Source: an optimization exercise on an open RTL-to-GDS flow (aim: small area, a short achievable clock period and few clock cycles per item). Production flows keep margins and buffers that such runs may drop. Function was checked by simulation only, so behaviour that the tests miss may differ from the original.

==> flow/design.v (excerpt) <==
module mult_share_arbiter #(
    parameter int N_REQ = 4,
    parameter int ID_W  = 2
) (
    input  logic                      clk,
    input  logic                      rst,
    input  logic [N_REQ-1:0]          req_valid,
    input  logic [N_REQ*mult_pkg::MULT_W-1:0] req_a,
    input  logic [N_REQ*mult_pkg::MULT_W-1:0] req_b,
    output logic [N_REQ-1:0]          req_ready,
    output logic                      rsp_valid,
    output logic [ID_W-1:0]           rsp_id,
    output logic [mult_pkg::PROD_W-1:0] rsp_p,
    input  logic                      rsp_ready,
    output logic [15:0]               ops_done
);
export LEC_CHECK = 0
export ABC_AREA = 1
export CAP_MARGIN = 20
export CORE_MARGIN = 2
export CORE_UTILIZATION = 50
export CTS_CLUSTER_DIAMETER = 60
export CTS_CLUSTER_SIZE = 10
export HOLD_SLACK_MARGIN = 0.1
export SLEW_MARGIN = 20
export SYNTH_HIERARCHICAL = 1
export SYNTH_MINIMUM_KEEP_SIZE = 0
create_clock -name core_clock -period 12.0 [get_ports {clk}]
standard.sh (not shown) runs the stock make flow with config.mk's settings and CLKGATE_MAP_FILE= SYNTH_SCRIPT=/design/flow/synth_recipe.tcl, a recipe that flattens the netlist after the stock synthesis.
==> flow/flow/run.sh <==
#!/bin/bash
# Layout flow: the standard ORFS flow (standard.sh) with these changes.
#  - the port buffers that buffer_ports puts on every input and output are
#    plain buf_1 cells instead of the delay cell it picks by default.
set -euo pipefail
here=$(pwd)
bash standard.sh \
    SETUP_SLACK_MARGIN=6.7 \
    SKIP_CTS_REPAIR_TIMING=1 \
    "BUFFER_PORTS_ARGS=-buffer_cell sky130_fd_sc_hd__buf_1" \
    "PRE_GLOBAL_ROUTE_TCL=$here/flow/skew.tcl" \
    finish > run_make.log 2>&1
==> flow/flow/skew.tcl <==
set skew_dly_cells {sky130_fd_sc_hd__clkdlybuf4s50_1 sky130_fd_sc_hd__clkdlybuf4s50_1 sky130_fd_sc_hd__clkdlybuf4s50_1}
set skew_drv_cell sky130_fd_sc_hd__clkbuf_8
set skew_leaf_cell sky130_fd_sc_hd__clkbuf_8
set skew_min_bit 12
set block [ord::get_db_block]
set db [ord::get_db]

# the clock tree's root buffer: the one cell the clock port's net feeds
set root_inst ""
foreach it [[[$block findBTerm clk] getNet] getITerms] {
  if {[$it isInputSignal]} { set root_inst [$it getInst] }
}
set root_net [[$root_inst findITerm X] getNet]

array set groups {}
set xs 0; set ys 0; set n 0
foreach inst [$block getInsts] {
  set name [$inst getName]
  if {[regexp {^s2_p\\?\[(\d+)\\?\]} $name -> bit] && $bit >= $skew_min_bit} {
    set it [$inst findITerm CLK]
    lappend groups([[$it getNet] getName]) $it
    set box [$inst getBBox]
    set xs [expr {$xs + ([$box xMin] + [$box xMax]) / 2}]
    set ys [expr {$ys + ([$box yMin] + [$box yMax]) / 2}]
    incr n
  }
}
set cx [expr {$xs / $n}]; set cy [expr {$ys / $n}]

proc skew_cell {block master name in_net x y} {
  set inst [odb::dbInst_create $block $master $name]
  set out [odb::dbNet_create $block "${name}_net"]
  $out setSigType CLOCK
  [$inst findITerm A] connect $in_net
  [$inst findITerm X] connect $out
  $inst setLocation $x $y
  $inst setPlacementStatus PLACED
  return $out
}

set prev $root_net
set i 0
foreach cell [concat $skew_dly_cells [list $skew_drv_cell]] {
  set prev [skew_cell $block [$db findMaster $cell] "skew_chain_$i" $prev $cx $cy]
  incr i
}
set k 0
foreach netname [lsort [array names groups]] {
  set gx 0; set gy 0; set gn 0
  foreach it $groups($netname) {
    set box [[$it getInst] getBBox]
    set gx [expr {$gx + ([$box xMin] + [$box xMax]) / 2}]
    set gy [expr {$gy + ([$box yMin] + [$box yMax]) / 2}]
    incr gn
  }
  set out [skew_cell $block [$db findMaster $skew_leaf_cell] "skew_leaf_$k" $prev [expr {$gx / $gn}] [expr {$gy / $gn}]]
  foreach it $groups($netname) {
    $it disconnect
    $it connect $out
  }
  puts "skew: $gn stage-2 clock pins of $netname moved to skew_leaf_$k"
  incr k
}
global_connect
detailed_placement
check_placement
Testbench counts at the start, summed over its fixed seeds: cycles 2,064, items 2,048.
Change:
==> flow/flow/skew.tcl (replaced) <==
set skew_dly_cells {sky130_fd_sc_hd__clkdlybuf4s50_1 sky130_fd_sc_hd__clkdlybuf4s50_1 sky130_fd_sc_hd__clkdlybuf4s50_1}
set skew_buf_cell sky130_fd_sc_hd__clkbuf_8
set skew_min_bit 12
set block [ord::get_db_block]
set db [ord::get_db]
array set groups {}
foreach inst [$block getInsts] {
  set name [$inst getName]
  if {[regexp {^s2_p\\?\[(\d+)\\?\]} $name -> bit] && $bit >= $skew_min_bit} {
    set it [$inst findITerm CLK]
    if {$it eq "NULL" || $it eq ""} { continue }
    set net [$it getNet]
    lappend groups([$net getName]) $it
  }
}
set k 0
foreach netname [lsort [array names groups]] {
  set net [$block findNet $netname]
  set xs 0; set ys 0; set n 0
  foreach it $groups($netname) {
    set box [[$it getInst] getBBox]
    set xs [expr {$xs + ([$box xMin] + [$box xMax]) / 2}]
    set ys [expr {$ys + ([$box yMin] + [$box yMax]) / 2}]
    incr n
  }
  set cx [expr {$xs / $n}]; set cy [expr {$ys / $n}]
  set prev $net
  set i 0
  foreach cell [concat $skew_dly_cells [list $skew_buf_cell]] {
    set m [$db findMaster $cell]
    set inst [odb::dbInst_create $block $m "skew_${k}_$i"]
    set out [odb::dbNet_create $block "skew_net_${k}_$i"]
    $out setSigType CLOCK
    [$inst findITerm A] connect $prev
    [$inst findITerm X] connect $out
    $inst setLocation $cx $cy
    $inst setPlacementStatus PLACED
    set prev $out
    incr i
  }
  foreach it $groups($netname) {
    $it disconnect
    $it connect $prev
  }
  puts "skew: [llength $groups($netname)] stage-2 clock pins of $netname moved behind [expr {$i}] cells"
  incr k
}
global_connect
detailed_placement
check_placement
Outcome: Non-clock buffer count climbs by 5; final cell count hardly moves; die area is unchanged; routed wire length is about the same; register-to-register slack stays flat; setup slack gets better by 5.7 ps; hold slack gets worse by 19 ps.
Change:
==> flow/run.sh (new file) <==
#!/bin/bash
# synth_recipe.tcl (not shown) runs the flow's synth.tcl, then flattens the netlist and writes it again
# the make line also repeats each setting of config.mk as NAME=value (left out here)
make -C /OpenROAD-flow-scripts/flow DESIGN_CONFIG=/design/flow/config.mk WORK_HOME=/design/flow/orfs CLKGATE_MAP_FILE= SYNTH_SCRIPT=/design/flow/synth_recipe.tcl finish
- HOLD_SLACK_MARGIN: 0.1 -> unset
- SETUP_SLACK_MARGIN: unset -> 5
removed: flow/flow/run.sh
removed: flow/flow/skew.tcl
removed: flow/standard.sh
=> Global-route usage is higher by 3.1 points. Maximum frequency decreases by 21%. Cell area grows by 5.2%. Clock-buffer cell count does not change. Core utilization increases by 3.0 points.

-- port drivers added, routing unchanged --
No port has a modelled driver above. Below, the same layouts with a new extraction and two added sets of constraints.
Step 1 sets driving cells, clkbuf_16 on the clock port and buf_2 on the other inputs (assumed; they add their load-dependent delay and slew).
Step 2, shift: input delay + t, output delay - t, t = (earliest + latest rising clock arrival at the registers) / 2. This alone moves slack from input paths to output paths.
Slacks: ideal / step 1 / step 2; pairs: ideal / step 1.
run | shift t [ns] | setup WS [ns] | clock arrival spread, ns | cell pins on the clock port's net
the first run | 1.452 | 6.623 / 6.554 / 6.554 | 1.823 / 1.823 | 1
the second run | 1.371 | 6.628 / 6.562 / 6.562 | 1.654 / 1.654 | 1
the third run | 0.564 | 5.164 / 5.164 / 5.164 | 0.020 / 0.020 | 1
Clock arrivals are far apart in the first run and the second run, so t is only a midpoint there and step 2 fits no single register. The setup slack of the first run, which loses most, moves by -0.069 ns with the drivers and by -0.069 ns with both steps.
